What follows belongs to an exercise in optimizing a design on an open flow for a short achievable clock period and few clock cycles; a production flow would make more cautious choices.
In this exercise RTL edits were held to simulation tests only and were not proved equivalent to the original.
Power and IR drop assume default switching activity.

**design.v**
```verilog
package rv_pkg;
    localparam int XLEN = 32;
    typedef logic [XLEN-1:0] word_t;
    typedef logic [4:0]      reg_addr_t;
    localparam word_t NOP_INSN = 32'h0000_0013;   
    typedef enum logic [6:0] {
        OP_LUI    = 7'b0110111,
        OP_AUIPC  = 7'b0010111,
        OP_JAL    = 7'b1101111,
        OP_JALR   = 7'b1100111,
        OP_BRANCH = 7'b1100011,
        OP_IMM    = 7'b0010011,
        OP_REG    = 7'b0110011,
        OP_FENCE  = 7'b0001111,
        OP_SYSTEM = 7'b1110011
    } opcode_e;
    typedef struct packed {
        logic [6:0] funct7;
        reg_addr_t  rs2;
        reg_addr_t  rs1;
        logic [2:0] funct3;
        reg_addr_t  rd;
        opcode_e    opcode;
    } insn_r_t;
    typedef struct packed {
        logic [11:0] imm;
        reg_addr_t   rs1;
        logic [2:0]  funct3;
        reg_addr_t   rd;
        opcode_e     opcode;
    } insn_i_t;
    typedef struct packed {
        logic [6:0] imm_hi;       
        reg_addr_t  rs2;
        reg_addr_t  rs1;
        logic [2:0] funct3;
        logic [4:0] imm_lo;       
        opcode_e    opcode;
    } insn_sb_t;
    typedef struct packed {
        logic [19:0] imm;
        reg_addr_t   rd;
        opcode_e     opcode;
    } insn_uj_t;
    typedef union packed {
        insn_r_t  r;
        insn_i_t  i;
        insn_sb_t sb;
        insn_uj_t uj;
    } insn_t;
    typedef enum logic [3:0] {
        ALU_ADD, ALU_SUB, ALU_AND, ALU_OR, ALU_XOR, ALU_SLL,
        ALU_SRL, ALU_SRA, ALU_SLT, ALU_SLTU, ALU_PASS_B
    } alu_op_e;
    typedef enum logic [2:0] {
        BR_NONE, BR_EQ, BR_NE, BR_LT, BR_GE, BR_LTU, BR_GEU, BR_ALWAYS
    } branch_e;
    typedef enum logic {A_REG, A_PC}  a_sel_e;
    typedef enum logic {B_REG, B_IMM} b_sel_e;
    typedef struct packed {
        word_t pc;
        insn_t insn;
    } if_id_t;
    typedef struct packed {
        word_t     pc;
        reg_addr_t rs1;
        reg_addr_t rs2;
        word_t     rs1_data;
        word_t     rs2_data;
        word_t     imm;
        reg_addr_t rd;            
        alu_op_e   alu_op;
        a_sel_e    a_sel;
        b_sel_e    b_sel;
        branch_e   branch;
        logic      jump_reg;      
        logic      link;          
    } id_ex_t;
    typedef struct packed {
        logic      valid;
        reg_addr_t rd;
        word_t     data;
    } result_t;
    typedef struct packed {
        logic  taken;
        word_t target;
    } redirect_t;
endpackage
module fetch_stage #(
    parameter rv_pkg::word_t RESET_PC = 32'h0100_0000
) (
    input  logic              clock,
    input  logic              reset,
    input  rv_pkg::redirect_t redirect,
    input  rv_pkg::word_t     fetch_insn,
    output rv_pkg::word_t     fetch_pc,
    output rv_pkg::if_id_t    if_id
);
    rv_pkg::word_t pc;
    rv_pkg::word_t pc_plus4;
    rv_pkg::word_t next_pc;
    assign pc_plus4 = pc + rv_pkg::word_t'(4);
    assign next_pc  = redirect.taken ? redirect.target : pc_plus4;
    assign fetch_pc = pc;
    always_ff @(posedge clock) begin
        if (reset) begin
            pc <= RESET_PC;
        end else begin
            pc <= next_pc;
        end
    end
    always_ff @(posedge clock) begin
        if (reset || redirect.taken) begin
            if_id.pc   <= '0;
            if_id.insn <= rv_pkg::NOP_INSN;
        end else begin
            if_id.pc   <= pc;
            if_id.insn <= fetch_insn;
        end
    end
endmodule
module decode_stage (
    input  logic                clock,
    input  logic                reset,
    input  rv_pkg::if_id_t      if_id,
    input  rv_pkg::redirect_t   redirect,
    output rv_pkg::reg_addr_t   rs1_addr,
    output rv_pkg::reg_addr_t   rs2_addr,
    input  rv_pkg::word_t       rs1_data,
    input  rv_pkg::word_t       rs2_data,
    output rv_pkg::id_ex_t      id_ex
);
    rv_pkg::insn_t  insn;
    rv_pkg::word_t  imm_i;
    rv_pkg::word_t  imm_b;
    rv_pkg::word_t  imm_u;
    rv_pkg::word_t  imm_j;
    rv_pkg::word_t  imm_shamt;
    rv_pkg::id_ex_t next;
    function automatic rv_pkg::alu_op_e alu_decode(logic [2:0] funct3, logic alt, logic is_reg);
        case (funct3)
            3'b000:  alu_decode = (alt && is_reg) ? rv_pkg::ALU_SUB : rv_pkg::ALU_ADD;
            3'b001:  alu_decode = rv_pkg::ALU_SLL;
            3'b010:  alu_decode = rv_pkg::ALU_SLT;
            3'b011:  alu_decode = rv_pkg::ALU_SLTU;
            3'b100:  alu_decode = rv_pkg::ALU_XOR;
            3'b101:  alu_decode = alt ? rv_pkg::ALU_SRA : rv_pkg::ALU_SRL;
            3'b110:  alu_decode = rv_pkg::ALU_OR;
            default: alu_decode = rv_pkg::ALU_AND;
        endcase
    endfunction
    assign insn = if_id.insn;
    assign imm_i = {{20{insn.i.imm[11]}}, insn.i.imm};
    assign imm_b = {{19{insn.sb.imm_hi[6]}}, insn.sb.imm_hi[6], insn.sb.imm_lo[0],
                    insn.sb.imm_hi[5:0], insn.sb.imm_lo[4:1], 1'b0};
    assign imm_u = {insn.uj.imm, 12'b0};
    assign imm_j = {{12{insn.uj.imm[19]}}, insn.uj.imm[7:0], insn.uj.imm[8],
                    insn.uj.imm[18:9], 1'b0};
    assign imm_shamt = {27'b0, insn.r.rs2};
    always_comb begin
        next    = '0;
        next.pc = if_id.pc;
        case (insn.r.opcode)
            rv_pkg::OP_REG: begin
                next.rs1    = insn.r.rs1;
                next.rs2    = insn.r.rs2;
                next.rd     = insn.r.rd;
                next.alu_op = alu_decode(insn.r.funct3, insn.r.funct7[5], 1'b1);
            end
            rv_pkg::OP_IMM: begin
                next.rs1    = insn.i.rs1;
                next.rd     = insn.i.rd;
                next.b_sel  = rv_pkg::B_IMM;
                next.alu_op = alu_decode(insn.i.funct3, insn.r.funct7[5], 1'b0);
                next.imm    = (insn.i.funct3[1:0] == 2'b01) ? imm_shamt : imm_i;
            end
            rv_pkg::OP_LUI: begin
                next.rd     = insn.uj.rd;
                next.b_sel  = rv_pkg::B_IMM;
                next.alu_op = rv_pkg::ALU_PASS_B;
                next.imm    = imm_u;
            end
            rv_pkg::OP_AUIPC: begin
                next.rd    = insn.uj.rd;
                next.a_sel = rv_pkg::A_PC;
                next.b_sel = rv_pkg::B_IMM;
                next.imm   = imm_u;
            end
            rv_pkg::OP_JAL: begin
                next.rd     = insn.uj.rd;
                next.imm    = imm_j;
                next.branch = rv_pkg::BR_ALWAYS;
                next.link   = 1'b1;
            end
            rv_pkg::OP_JALR: begin
                next.rs1      = insn.i.rs1;
                next.rd       = insn.i.rd;
                next.imm      = imm_i;
                next.branch   = rv_pkg::BR_ALWAYS;
                next.jump_reg = 1'b1;
                next.link     = 1'b1;
            end
            rv_pkg::OP_BRANCH: begin
                next.rs1 = insn.sb.rs1;
                next.rs2 = insn.sb.rs2;
                next.imm = imm_b;
                case (insn.sb.funct3)
                    3'b000:  next.branch = rv_pkg::BR_EQ;
                    3'b001:  next.branch = rv_pkg::BR_NE;
                    3'b100:  next.branch = rv_pkg::BR_LT;
                    3'b101:  next.branch = rv_pkg::BR_GE;
                    3'b110:  next.branch = rv_pkg::BR_LTU;
                    3'b111:  next.branch = rv_pkg::BR_GEU;
                    default: next.branch = rv_pkg::BR_NONE;
                endcase
            end
            rv_pkg::OP_FENCE, rv_pkg::OP_SYSTEM: ;    
            default: ;                
        endcase
    end
    assign rs1_addr = next.rs1;
    assign rs2_addr = next.rs2;
    always_ff @(posedge clock) begin
        if (reset || redirect.taken) begin
            id_ex <= '0;
        end else begin
            id_ex          <= next;
            id_ex.rs1_data <= rs1_data;
            id_ex.rs2_data <= rs2_data;
        end
    end
endmodule
module register_file (
    input  logic              clock,
    input  logic              reset,
    input  rv_pkg::reg_addr_t rs1_addr,
    input  rv_pkg::reg_addr_t rs2_addr,
    output rv_pkg::word_t     rs1_data,
    output rv_pkg::word_t     rs2_data,
    input  rv_pkg::result_t   wb
);
    rv_pkg::word_t regs [1:31];    
    always_comb begin
        if (rs1_addr == '0) begin
            rs1_data = '0;
        end else if (wb.valid && wb.rd == rs1_addr) begin
            rs1_data = wb.data;
        end else begin
            rs1_data = regs[rs1_addr];
        end
        if (rs2_addr == '0) begin
            rs2_data = '0;
        end else if (wb.valid && wb.rd == rs2_addr) begin
            rs2_data = wb.data;
        end else begin
            rs2_data = regs[rs2_addr];
        end
    end
    always_ff @(posedge clock) begin
        if (!reset && wb.valid) begin
            regs[wb.rd] <= wb.data;
        end
    end
endmodule
module execute_stage (
    input  rv_pkg::id_ex_t    id_ex,
    input  rv_pkg::result_t   mem_fwd,
    input  rv_pkg::result_t   wb,
    output rv_pkg::result_t   ex_result,
    output rv_pkg::redirect_t redirect
);
    rv_pkg::word_t rs1_val;
    rv_pkg::word_t rs2_val;
    rv_pkg::word_t op_a;
    rv_pkg::word_t op_b;
    rv_pkg::word_t alu_out;
    rv_pkg::word_t pc_plus4;
    rv_pkg::word_t jump_base;
    rv_pkg::word_t jump_sum;
    rv_pkg::word_t target;
    logic  taken;
    function automatic rv_pkg::word_t forward(rv_pkg::reg_addr_t addr, rv_pkg::word_t rf_data,
                                      rv_pkg::result_t near, rv_pkg::result_t far);
        if (near.valid && near.rd == addr) begin
            forward = near.data;
        end else if (far.valid && far.rd == addr) begin
            forward = far.data;
        end else begin
            forward = rf_data;
        end
    endfunction
    assign rs1_val = forward(id_ex.rs1, id_ex.rs1_data, mem_fwd, wb);
    assign rs2_val = forward(id_ex.rs2, id_ex.rs2_data, mem_fwd, wb);
    assign op_a = (id_ex.a_sel == rv_pkg::A_PC)  ? id_ex.pc  : rs1_val;
    assign op_b = (id_ex.b_sel == rv_pkg::B_IMM) ? id_ex.imm : rs2_val;
    always_comb begin
        case (id_ex.alu_op)
            rv_pkg::ALU_ADD:    alu_out = op_a + op_b;
            rv_pkg::ALU_SUB:    alu_out = op_a - op_b;
            rv_pkg::ALU_AND:    alu_out = op_a & op_b;
            rv_pkg::ALU_OR:     alu_out = op_a | op_b;
            rv_pkg::ALU_XOR:    alu_out = op_a ^ op_b;
            rv_pkg::ALU_SLL:    alu_out = op_a << op_b[4:0];
            rv_pkg::ALU_SRL:    alu_out = op_a >> op_b[4:0];
            rv_pkg::ALU_SRA:    alu_out = rv_pkg::word_t'($signed(op_a) >>> op_b[4:0]);
            rv_pkg::ALU_SLT:    alu_out = rv_pkg::word_t'($signed(op_a) < $signed(op_b));
            rv_pkg::ALU_SLTU:   alu_out = rv_pkg::word_t'(op_a < op_b);
            rv_pkg::ALU_PASS_B: alu_out = op_b;
            default:    alu_out = '0;
        endcase
    end
    always_comb begin
        case (id_ex.branch)
            rv_pkg::BR_EQ:     taken = (rs1_val == rs2_val);
            rv_pkg::BR_NE:     taken = (rs1_val != rs2_val);
            rv_pkg::BR_LT:     taken = ($signed(rs1_val) <  $signed(rs2_val));
            rv_pkg::BR_GE:     taken = ($signed(rs1_val) >= $signed(rs2_val));
            rv_pkg::BR_LTU:    taken = (rs1_val <  rs2_val);
            rv_pkg::BR_GEU:    taken = (rs1_val >= rs2_val);
            rv_pkg::BR_ALWAYS: taken = 1'b1;
            default:   taken = 1'b0;
        endcase
    end
    assign jump_base = id_ex.jump_reg ? rs1_val : id_ex.pc;
    assign jump_sum  = jump_base + id_ex.imm;
    assign target    = id_ex.jump_reg ? {jump_sum[rv_pkg::XLEN-1:1], 1'b0} : jump_sum;
    assign redirect.taken  = taken;
    assign redirect.target = target;
    assign pc_plus4 = id_ex.pc + rv_pkg::word_t'(4);
    assign ex_result.valid = (id_ex.rd != '0);
    assign ex_result.rd    = id_ex.rd;
    assign ex_result.data  = id_ex.link ? pc_plus4 : alu_out;
endmodule
module result_pipe (
    input  logic            clock,
    input  logic            reset,
    input  rv_pkg::result_t ex_result,
    output rv_pkg::result_t mem_fwd,
    output rv_pkg::result_t wb
);
    always_ff @(posedge clock) begin
        if (reset) begin
            mem_fwd <= '0;
        end else begin
            mem_fwd <= ex_result;
        end
    end
    always_ff @(posedge clock) begin
        if (reset) begin
            wb <= '0;
        end else begin
            wb <= mem_fwd;
        end
    end
endmodule
module rv_core #(
    parameter rv_pkg::word_t RESET_PC = 32'h0100_0000
) (
    input  logic            clock,
    input  logic            reset,
    output logic [31:0]     fetch_pc,
    input  logic [31:0]     fetch_insn,
    output logic            retire_valid,
    output logic [4:0]      retire_rd,
    output logic [31:0]     retire_data
);
    rv_pkg::if_id_t    if_id;
    rv_pkg::id_ex_t    id_ex;
    rv_pkg::redirect_t redirect;
    rv_pkg::reg_addr_t rs1_addr;
    rv_pkg::reg_addr_t rs2_addr;
    rv_pkg::word_t     rs1_data;
    rv_pkg::word_t     rs2_data;
    rv_pkg::result_t   ex_result;
    rv_pkg::result_t   mem_fwd;
    rv_pkg::result_t   wb;
    fetch_stage #(
        .RESET_PC (RESET_PC)
    ) u_fetch (
        .clock      (clock),
        .reset      (reset),
        .redirect   (redirect),
        .fetch_insn (fetch_insn),
        .fetch_pc   (fetch_pc),
        .if_id      (if_id)
    );
    decode_stage u_decode (
        .clock    (clock),
        .reset    (reset),
        .if_id    (if_id),
        .redirect (redirect),
        .rs1_addr (rs1_addr),
        .rs2_addr (rs2_addr),
        .rs1_data (rs1_data),
        .rs2_data (rs2_data),
        .id_ex    (id_ex)
    );
    register_file u_regs (
        .clock    (clock),
        .reset    (reset),
        .rs1_addr (rs1_addr),
        .rs2_addr (rs2_addr),
        .rs1_data (rs1_data),
        .rs2_data (rs2_data),
        .wb       (wb)
    );
    execute_stage u_execute (
        .id_ex     (id_ex),
        .mem_fwd   (mem_fwd),
        .wb        (wb),
        .ex_result (ex_result),
        .redirect  (redirect)
    );
    result_pipe u_results (
        .clock     (clock),
        .reset     (reset),
        .ex_result (ex_result),
        .mem_fwd   (mem_fwd),
        .wb        (wb)
    );
    assign retire_valid = wb.valid;
    assign retire_rd    = wb.rd;
    assign retire_data  = wb.data;
endmodule
```
**run.sh**
```bash
#!/bin/bash
# synth_recipe.tcl (not shown) runs the flow's synth.tcl, then flattens the netlist and writes it again
# the make line also repeats each setting of config.mk as NAME=value (left out here)
make -C /OpenROAD-flow-scripts/flow DESIGN_CONFIG=/design/flow/config.mk WORK_HOME=/design/flow/orfs CLKGATE_MAP_FILE= SYNTH_SCRIPT=/design/flow/synth_recipe.tcl finish
```
**config.mk**
```make
export PLATFORM = sky130hd
export DESIGN_NAME = rv_core
export DESIGN_NICKNAME = rv_core
export VERILOG_FILES = /design/flow/design.v
export SDC_FILE = /design/flow/constraint.sdc
export NUM_CORES = 4
export LEC_CHECK = 0
export CAP_MARGIN = 20
export CORE_MARGIN = 2
export CORE_UTILIZATION = 40
export SLEW_MARGIN = 20
```
**constraint.sdc**
```tcl
create_clock -name core_clock -period 8.0 [get_ports {clock}]
set_input_delay 1.6000 -clock core_clock [delete_from_list [all_inputs] [get_ports {clock}]]
set_output_delay 1.6000 -clock core_clock [all_outputs]
set_load 0.01 [all_outputs]
```
==> impl_results.md <==
- Final setup fails: 0
- Clock buffer depth: 3
- Syn Nets: 6945
- Ys Warns: 5
- Pleak: 0.0282 uW
- Worst skew pair latency: 810 ps
- Most frequent cells in the layout: edfxtp_1, a21oi_1, mux2_2, nand2_1, mux2i_1
- Rows: 156
- Critical path fanouts, max: 18
- Placer Congestion: 1.05
- Placed cells: 8898
- Final Skew: 40.5 ps
- Hold WC Path Type: flip-flop to flip-flop
- CTS sink count: 1318
- Max-Cap Viols: 0
- Final nets: 6874
- Final core utilization: 45.1%
- First-pass detailed-route iteration total: 8
- Post_cts resized: 0
- DR iter-0 viols: 8557
- Total GRT Usage: 32.9%
- Cell Area, Placed: 77000 sq um
- Syn Area/Cell: 10.8 sq um
- # Post-CTS Setup Buffers: 0
- Vias: 61300
- Initial Util: 40.3%
- RSZ-0062 raised after global routing: false
- First-pass GRT wire length: 440 mm
- # IOs: 104
- TritonCTS clock tree: yes
- Maximum vdd drop: 0.176 mV
- Routed wire length: 315 mm
- Number of synthesized flops with an enable pin: 992
- Yosys reg bits: 1318
- Sequential area share after synthesis: 49.9%
- # hold bufs at CTS: 0
- Async S/R FF share, synth: 0%
- Final hold vios: 0
- Chip Height: 431 um
- Max_slew headroom: 15.9%
- Post-Syn Instances: 6740
- Vias per cell: 6.70
- Setup Crit Path Kind: flip-flop to flip-flop
- Core area: 181000 sq um
- Post-route ant nets: 0
- Largest net degree at the start of global routing: 126
- CTS root buf: clkbuf_16
- IO buf count: 103
- Cell area power density: 199 nW/um^2
- Critical Path AT: 7460 ps
- Post-detail-place hpwl: 204 mm
- Share of cells above drive strength 1: 15.3%
- Sum Neg Setup Slack: 0 ps
- Crit. End Element: flip-flop
- Netlist cell types: 105
- Most used flip-flop cell after synthesis: edfxtp_1
- Max Clk Rate: 147 MHz
- Status: complete, no violations
- Wire length per cell: 34.4 um
- Hold WS: 423 ps
- Pin slew with the least headroom to its limit: 1240 ps
- Max H-tree Level: 4
- Req. time, crit path: 8660 ps
- Commonest non-fill, non-tap cell in the layout: edfxtp_1
- CTS clk-pin slew, worst paths: 70 ps
- Grt total ovfl: 0
- Synth Cell Area: 72800 sq um
- Design area: 81500 sq um
- CP Launch Type: flip-flop
- Final Max Slew Viols: 0
- Area Growth Syn to Fin: 11.9%
- Die ar.: 186000 sq um
- Period minus WS final: 6800 ps
- Non-Filler Instances: 9159
- Vias in the first global route: 58900
- TritonCTS Buffers: 139
- Initial antenna violation count: 14
- Die W: 431 um
- Fin crit share: 85.0%
- DR DRC count: 0
## sequential cells by signal, summed over array words and instances (netlist names)
signal,count
u_regs.regs,992
u_decode.id_ex,154
u_fetch.if_id,64
u_results.mem_fwd,38
u_results.wb,38
u_fetch.pc,32
## critical path, cell delays in order (launching register included)
cell and delay, ps:
dfxtp_1 660, xnor2_1 210, nand4_1 250, nor2_4 530, buf_12 260, mux2i_1 200
nor2_1 50, a21oi_1 180, nor2_1 60, a21oi_1 790, inv_1 160, ha_1 520
a31oi_1 120, a21oi_1 460, a211oi_1 230, nor3b_1 450, a221oi_1 160, o21bai_1 280
a2111oi_0 160, a221oi_1 470, o2111ai_1 220, a2bb2oi_1 190
## synth_stat cells (20+ instances only)
library cell,instances,area [sq um]
clkbuf_1,394,1480
nand2b_1,25,156
dfxtp_1,326,6530
a21oi_1,536,2680
and3_1,43,269
mux2i_1,402,4020
ha_1,168,2100
a211oi_1,191,1430
nand3_1,151,756
xor2_1,34,298
buf_1,53,199
o21bai_1,23,173
o32ai_1,31,272
a21o_1,37,278
edfxtp_1,992,29800
nor2_1,411,1540
o22ai_1,30,188
a2111oi_0,24,210
nor2b_1,161,1010
a31oi_2,20,250
inv_1,120,450
nand2_1,412,1550
nor4_1,94,588
o211ai_1,31,233
and2_1,121,757
nand4_1,26,163
mux2_2,437,4920
buf_2,70,350
o21ai_0,223,1120
o221ai_1,110,963
a31oi_1,75,469
xnor2_1,85,744
nor3_1,265,1330
a22oi_1,31,233
a311oi_1,72,631
a221oi_1,210,1840
o21a_1,30,225
## final timing paths
path                                     start                          endpoint  slack [ps]  depth (start not counted)
setup / recovery   u_results.wb[35]$_SDFF_PP0_  u_results.mem_fwd[25]$_SDFF_PP0_        1200                         21
hold / removal    u_fetch.if_id[45]$_SDFF_PP0_    u_decode.id_ex[135]$_SDFF_PP0_         420                          1
setup reg to reg   u_results.wb[35]$_SDFF_PP0_  u_results.mem_fwd[25]$_SDFF_PP0_        1200                         21
hold reg to reg   u_fetch.if_id[45]$_SDFF_PP0_    u_decode.id_ex[135]$_SDFF_PP0_         420                          1
## per-stage QoR
| stage | power [uW] | worst slack (ps) |
|---|---|---|
| final | 16300 | 1200 |
| after global routing | 16600 | 796 |
| after global placement | 9770 | 1520 |
| after floorplan | 8910 | 2750 |
| after CTS | 16200 | 1380 |
| after detailed placement | 9760 | 1380 |
## power breakdown
part	switching, uW	internal, uW
sequential	113	7410
combinational	1510	689
clock	2820	3720
total	4440	11800
## layout make-up
class | instances | area, sq um
clock buffer | 197 | 3990
sequential | 1318 | 36300
timing repair buffer | 331 | 2920
antenna | 4 | 10.0
fill | 16500 | 99400
multi-input combinational | 4754 | 34300
tap | 2370 | 2970
clock inverter | 60 | 539
inverter | 125 | 484
## cell families (layout without fill, tap and decap cells)
family	after synthesis	in the layout	synth area share, %
muxes	862	862	12.8
and+or+nand+nor	1776	1776	11.8
buffers and inverters	668	713	3.79
other	0	4	0
adders and majority gates	171	171	2.97
DFF	1318	1318	49.9
xor gates and xnor gates	122	122	1.50
AOI/OAI and AO/OA	1823	1823	17.3
## layer usage
| layer | vias up | wire length [um] | GRT usage [%] |
|---|---|---|---|
| met5 | - | 42 | 0 |
| met4 | 6 | 22100 | 20.2 |
| met3 | 955 | 33100 | 7.72 |
| met2 | 3869 | 138000 | 49.9 |
| met1 | 30700 | 122000 | 42.3 |
| li1 | 25800 | - | - |
Testbench counts, summed over its fixed seeds: cycles 800,594.

==> port drivers added, routing unchanged <==
In the flow no input, the clock included, has a driving cell. The finished layout below was timed again as built, in two steps.
Step 1 sets driving cells, clkbuf_16 on the clock port and buf_2 on the other inputs (assumed; they add their load-dependent delay and slew).
Step 2, shift: input delay + t, output delay - t, t = (earliest + latest rising clock arrival at the registers) / 2. This alone moves slack from input paths to output paths.
Slacks: no drivers / after step 1 / after step 2; pairs: no drivers / after step 1.
t (ns): 0.872
setup WS [ns]: 1.200 / 1.200 / 1.200
worst setup path after step 2: register to register
After both steps setup and hold are still met in this run. For this run, drivers alone change the setup slack by 0.000 ns; drivers and shift together by 0.000 ns.
